Source: an optimization exercise on an open RTL-to-GDS flow (aim: a short achievable clock period and few clock cycles). Production flows keep margins and buffers that such runs may drop.
Only simulation tests tie the RTL to the original design; equivalence was not proved.

==> job 1502 <==
Design risc8_core, start of the top module:
module risc8_core (
	input logic clk,
	input logic reset,
	output logic [16-1:0] pc,
	input logic [15:0] cdata,
	output logic [16-1:0] data_addr,
	output logic data_wen,
	output logic data_ren,
	input logic [8-1:0] data_read,
	output logic [8-1:0] data_write
);
	localparam int NB = 4;
	logic [15:0] fpc, fpc1;
	logic c_valid, c_pred;
	logic [NB-1:0] c_hv;
	logic [15:0] c_pc1, c_pc2;
	logic d_valid, d_pred, d_addrw;
	logic [NB-1:0] d_hv;
	logic [15:0] d_pc1, d_pc2;
	logic [15:0] ir;
	logic e_valid, e_pred;
	logic e_res, e_flw;
	logic [NB-1:0] e_hv;
	logic [15:0] e_pc1, e_pc2, e_target, e_target1;
	logic e_isbr, e_isjmp, e_skipcls, e_brset, e_back;
	logic [2:0] e_brbit;
	logic [1:0] e_k;
	logic [7:0] e_a, e_b;
	logic e_we;
	logic [4:0] e_rd;
	logic e_arith, e_sub, e_usec, e_zkeep;
	logic e_and, e_or, e_eor, e_movb, e_swap, e_shift;
	logic [1:0] e_sht;  
	logic e_fl_arith, e_fl_logic, e_fl_shift;
	logic ld1, ld2;
	logic [4:0] ld1_rd, ld2_rd;
	logic [7:0] regs [32];
	logic [7:0] sreg;
	logic [NB-1:0] bv;
	logic [15:0] btag1 [NB];
	logic [15:0] btgt [NB];
	logic [15:0] btgt1 [NB];
	logic [1:0] brr;
	logic [3:0] bcnt [NB];
	logic [NB-1:0] bloop;
	logic [3:0] trip;
	logic trip_v;
	logic rst_q;
	assign pc = fpc;
	logic [7:0] bx;
	logic cin, ci;
	logic [8:0] s9;
	logic [4:0] n5;
	logic [7:0] e_result;
	logic [7:0] e_sreg;
	logic fc, fh, fv, fz, fn;
	always_comb begin
		cin = e_usec & sreg[0];
		bx = e_sub ? ~e_b : e_b;
		ci = e_sub ? ~cin : cin;
		s9 = {1'b0, e_a} + {1'b0, bx} + {8'd0, ci};
		n5 = {1'b0, e_a[3:0]} + {1'b0, bx[3:0]} + {4'd0, ci};
		e_result = e_b;
		if (e_arith)
			e_result = s9[7:0];
		else if (e_and)
			e_result = e_a & e_b;
		else if (e_or)
			e_result = e_a | e_b;
		else if (e_eor)
			e_result = e_a ^ e_b;
		else if (e_swap)
			e_result = {e_a[3:0], e_a[7:4]};
		else if (e_shift)
			e_result = {(e_sht == 2'd0) ? e_a[7] : (e_sht == 2'd2) ? sreg[0] : 1'b0, e_a[7:1]};
	end
	always_comb begin
		fn = e_result[7];
		fz = (e_result == 8'h00) & (~e_zkeep | sreg[1]);
		fc = s9[8] ^ e_sub;
		fh = n5[4] ^ e_sub;
		fv = (e_a[7] == bx[7]) & (s9[7] != e_a[7]);
		e_sreg = sreg;
		if (e_fl_arith) begin
			e_sreg[0] = fc;
			e_sreg[5] = fh;
			e_sreg[3] = fv;
  ...
clock: 10.0 ns
lec_check: 0
abc_clock_period_in_ps: 3000
cap_margin: 20
core_margin: 2
core_utilization: 40
slew_margin: 20
standard.sh (not shown) runs the stock make flow with config.mk's settings and CLKGATE_MAP_FILE= SYNTH_SCRIPT=/design/flow/synth_recipe.tcl, a recipe that flattens the netlist after the stock synthesis.
==> flow/flow/run.sh <==
#!/bin/bash
set -euo pipefail
bash standard.sh SETUP_SLACK_MARGIN=7 finish > standard_flow.log 2>&1
==> inputs of job 6545, as changes to job 1502 <==
--- a/flow/design.v
+++ b/flow/design.v
@@ -41,12 +41,13 @@
 	logic [15:0] btag1 [NB];
 	logic [15:0] btgt [NB];
 	logic [15:0] btgt1 [NB];
 	logic [1:0] brr;
 	logic [3:0] bcnt [NB];
 	logic [NB-1:0] bloop;
+	logic [NB-1:0] btk;
 	logic [3:0] trip;
 	logic trip_v;
 	logic rst_q;
 	assign pc = fpc;
 	logic [7:0] bx;
 	logic cin, ci;
@@ -106,12 +107,14 @@
 	logic e_skip;
 	logic e_redirect;
 	logic [15:0] e_redirect_pc, e_redirect_pc1;
 	logic annul_d, annul_c, annul_f;
 	logic skip_ok;
 	assign e_taken = e_isjmp | (e_isbr & (sreg[e_brbit] == e_brset));
+	logic e_elig;
+	assign e_elig = ~e_skipcls | (e_res & e_k[1]);
 	always_comb begin
 		case (e_k)
 		2'd0: skip_ok = 1'b1;
 		2'd1: skip_ok = d_valid & c_valid & ~e_pred & ~d_pred;
 		default: skip_ok = d_valid & c_valid & ~e_pred & ~d_pred & ~c_pred;
 		endcase
@@ -219,13 +222,13 @@
 	assign d_taken = sreg[ir[2:0]] == ~ir[10];
 	assign d_static = ~d_res & ~d_pred & (d_hv == '0) & (i_rjmp | (i_br & d_back));
 	always_comb begin
 		d_fix = 1'b0;
 		d_annul_c = 1'b0;
 		if (d_res) begin
-			if (d_skipcls) begin
+			if (d_skipcls & ~d_pred) begin
 				if (d_taken & (ir[4:3] == 2'd1) & c_valid & ~d_pred & ~c_pred)
 					d_annul_c = 1'b1;
 				else if (d_taken & (ir[4:3] != 2'd0))
 					d_fix = 1'b1;
 				else
 					d_fix = d_pred;
@@ -241,13 +244,13 @@
 	logic [15:0] btb_target, btb_target1;
 	always_comb begin
 		btb_target = 16'h0000;
 		btb_target1 = 16'h0000;
 		for (int i = 0; i < NB; i++) begin
 			hv[i] = bv[i] & (btag1[i] == fpc1);
-			hvt[i] = hv[i] & ~(bloop[i] & trip_v & (bcnt[i] == trip));
+			hvt[i] = hv[i] & (bloop[i] ? ~(trip_v & (bcnt[i] == trip)) : btk[i]);
 			btb_target = btb_target | (hvt[i] ? btgt[i] : 16'h0000);
 			btb_target1 = btb_target1 | (hvt[i] ? btgt1[i] : 16'h0000);
 		end
 		btb_hit = |hvt;
 	end
 	logic [15:0] fpc_next, fpc1_next, fpc2;
@@ -307,18 +310,17 @@
 			e_valid <= d_valid & ~e_redirect & ~annul_d;
 			e_pred <= d_pred | d_redirect;
 			e_res <= d_res;
 			e_hv <= d_hv;
 			ld1 <= c_addrw & i_lds;
 			ld2 <= ld1;
-			if (e_valid & (e_isbr | e_isjmp) & ~e_skipcls) begin
-				if (e_taken & (e_hv == '0)) begin
+			if (e_valid & (e_isbr | e_isjmp)) begin
+				if (e_taken & (e_hv == '0) & e_elig) begin
 					bv[brr] <= 1'b1;
 					brr <= brr + 2'd1;
 				end else if (~e_taken) begin
-					bv <= bv & ~(e_hv & ~bloop);
 					if ((e_hv & bloop) != '0) begin
 						trip <= e_hcnt;
 						trip_v <= (e_hcnt != 4'd15);
 					end
 				end
 			end
@@ -382,23 +384,26 @@
 	always_comb begin
 		e_hcnt = 4'd0;
 		for (int i = 0; i < NB; i++)
 			e_hcnt = e_hcnt | (e_hv[i] ? bcnt[i] : 4'd0);
 	end
 	always_ff @(posedge clk) begin
-		if (e_valid & (e_isbr | e_isjmp) & ~e_skipcls) begin
-			if (e_taken & (e_hv == '0)) begin
+		if (e_valid & (e_isbr | e_isjmp)) begin
+			if (e_taken & (e_hv == '0) & e_elig) begin
+				btk[brr] <= 1'b1;
 				btag1[brr] <= e_pc1;
 				btgt[brr] <= e_target;
 				btgt1[brr] <= e_target1;
 				bcnt[brr] <= 4'd1;
 				bloop[brr] <= e_isbr & e_back;
 			end else begin
 				for (int i = 0; i < NB; i++)
-					if (e_hv[i])
+					if (e_hv[i]) begin
 						bcnt[i] <= ~e_taken ? 4'd0 : (bcnt[i] == 4'd15) ? 4'd15 : bcnt[i] + 4'd1;
+						btk[i] <= e_taken;
+					end
 			end
 		end
 	end
 	always_ff @(posedge clk)
 		rst_q <= reset;
 	always_ff @(posedge clk) begin
==> out/metrics.cfg <==
[outcome]
status = no timing/DRC/antenna violations

[finish]
layout.cells.most_common_list = sky130_fd_sc_hd__edfxtp_1 (504), sky130_fd_sc_hd__nor2_1 (327), sky130_fd_sc_hd__dfxtp_1 (218)

[synthesis]
register_bit_count_reported_by_yosys = 768

[timing]
tightest_slew_ns = 0.8672
hold_slack_ns = 0.3242

# the run above: job 6545

==> out/metrics.cfg <==
[outcome]
status = no timing/DRC/antenna violations

[global_route]
grt_first_pass_wirelength_um = 164500

[floorplan]
die_width_um = 304.8

[timing]
hold_slack_ns = 0.3215
tightest_slew_ns = 1.083

[synthesis]
register_bit_count_reported_by_yosys = 764

[worst_setup_path]
rr_endpoint = regs[18][3]

[finish]
layout.cells.most_common_list = sky130_fd_sc_hd__edfxtp_1 (500), sky130_fd_sc_hd__nor2_1 (352), sky130_fd_sc_hd__dfxtp_1 (212)

[pwr]
max_vdd_drop_uv = 124.7

[route]
drcViolationCount = 0

# the run above: job 1502

Testbench counts of job 1502, summed over its fixed seeds: cycles 22,702.
Testbench counts of job 6545, summed over its fixed seeds: cycles 22,274.

-- port drivers added, routing unchanged --
The results above use ideal ports. As a check the final layouts listed here were re-extracted and re-timed, cells and wires unchanged. Step 1 sets driving cells, clkbuf_16 on the clock port and buf_2 on the other inputs (assumed; they add their load-dependent delay and slew). Step 2 adds t to the input delays and takes it off the output delays; t is the mean of the earliest and latest rising clock arrival at the registers after step 1. Input paths then give back, and output paths get back, about the clock's delay inside the block. Slacks: no drivers / after step 1 / after step 2; pairs: no drivers / after step 1.
| run | t, ns | setup slack, ns | hold slack, ns | latest minus earliest clock arrival (ns) |
|---|---|---|---|---|
| job 1502 | 0.713 | 6.838 / 6.767 / 6.399 | 0.321 / 0.321 / 0.321 | 0.034 / 0.034 |
| job 6545 | 0.721 | 6.835 / 6.761 / 6.352 | 0.324 / 0.324 / 0.324 | 0.031 / 0.032 |
After both steps setup and hold are still met in every run listed. The setup slack of job 6545, which loses most, moves by -0.074 ns with the drivers and by -0.483 ns with both steps.
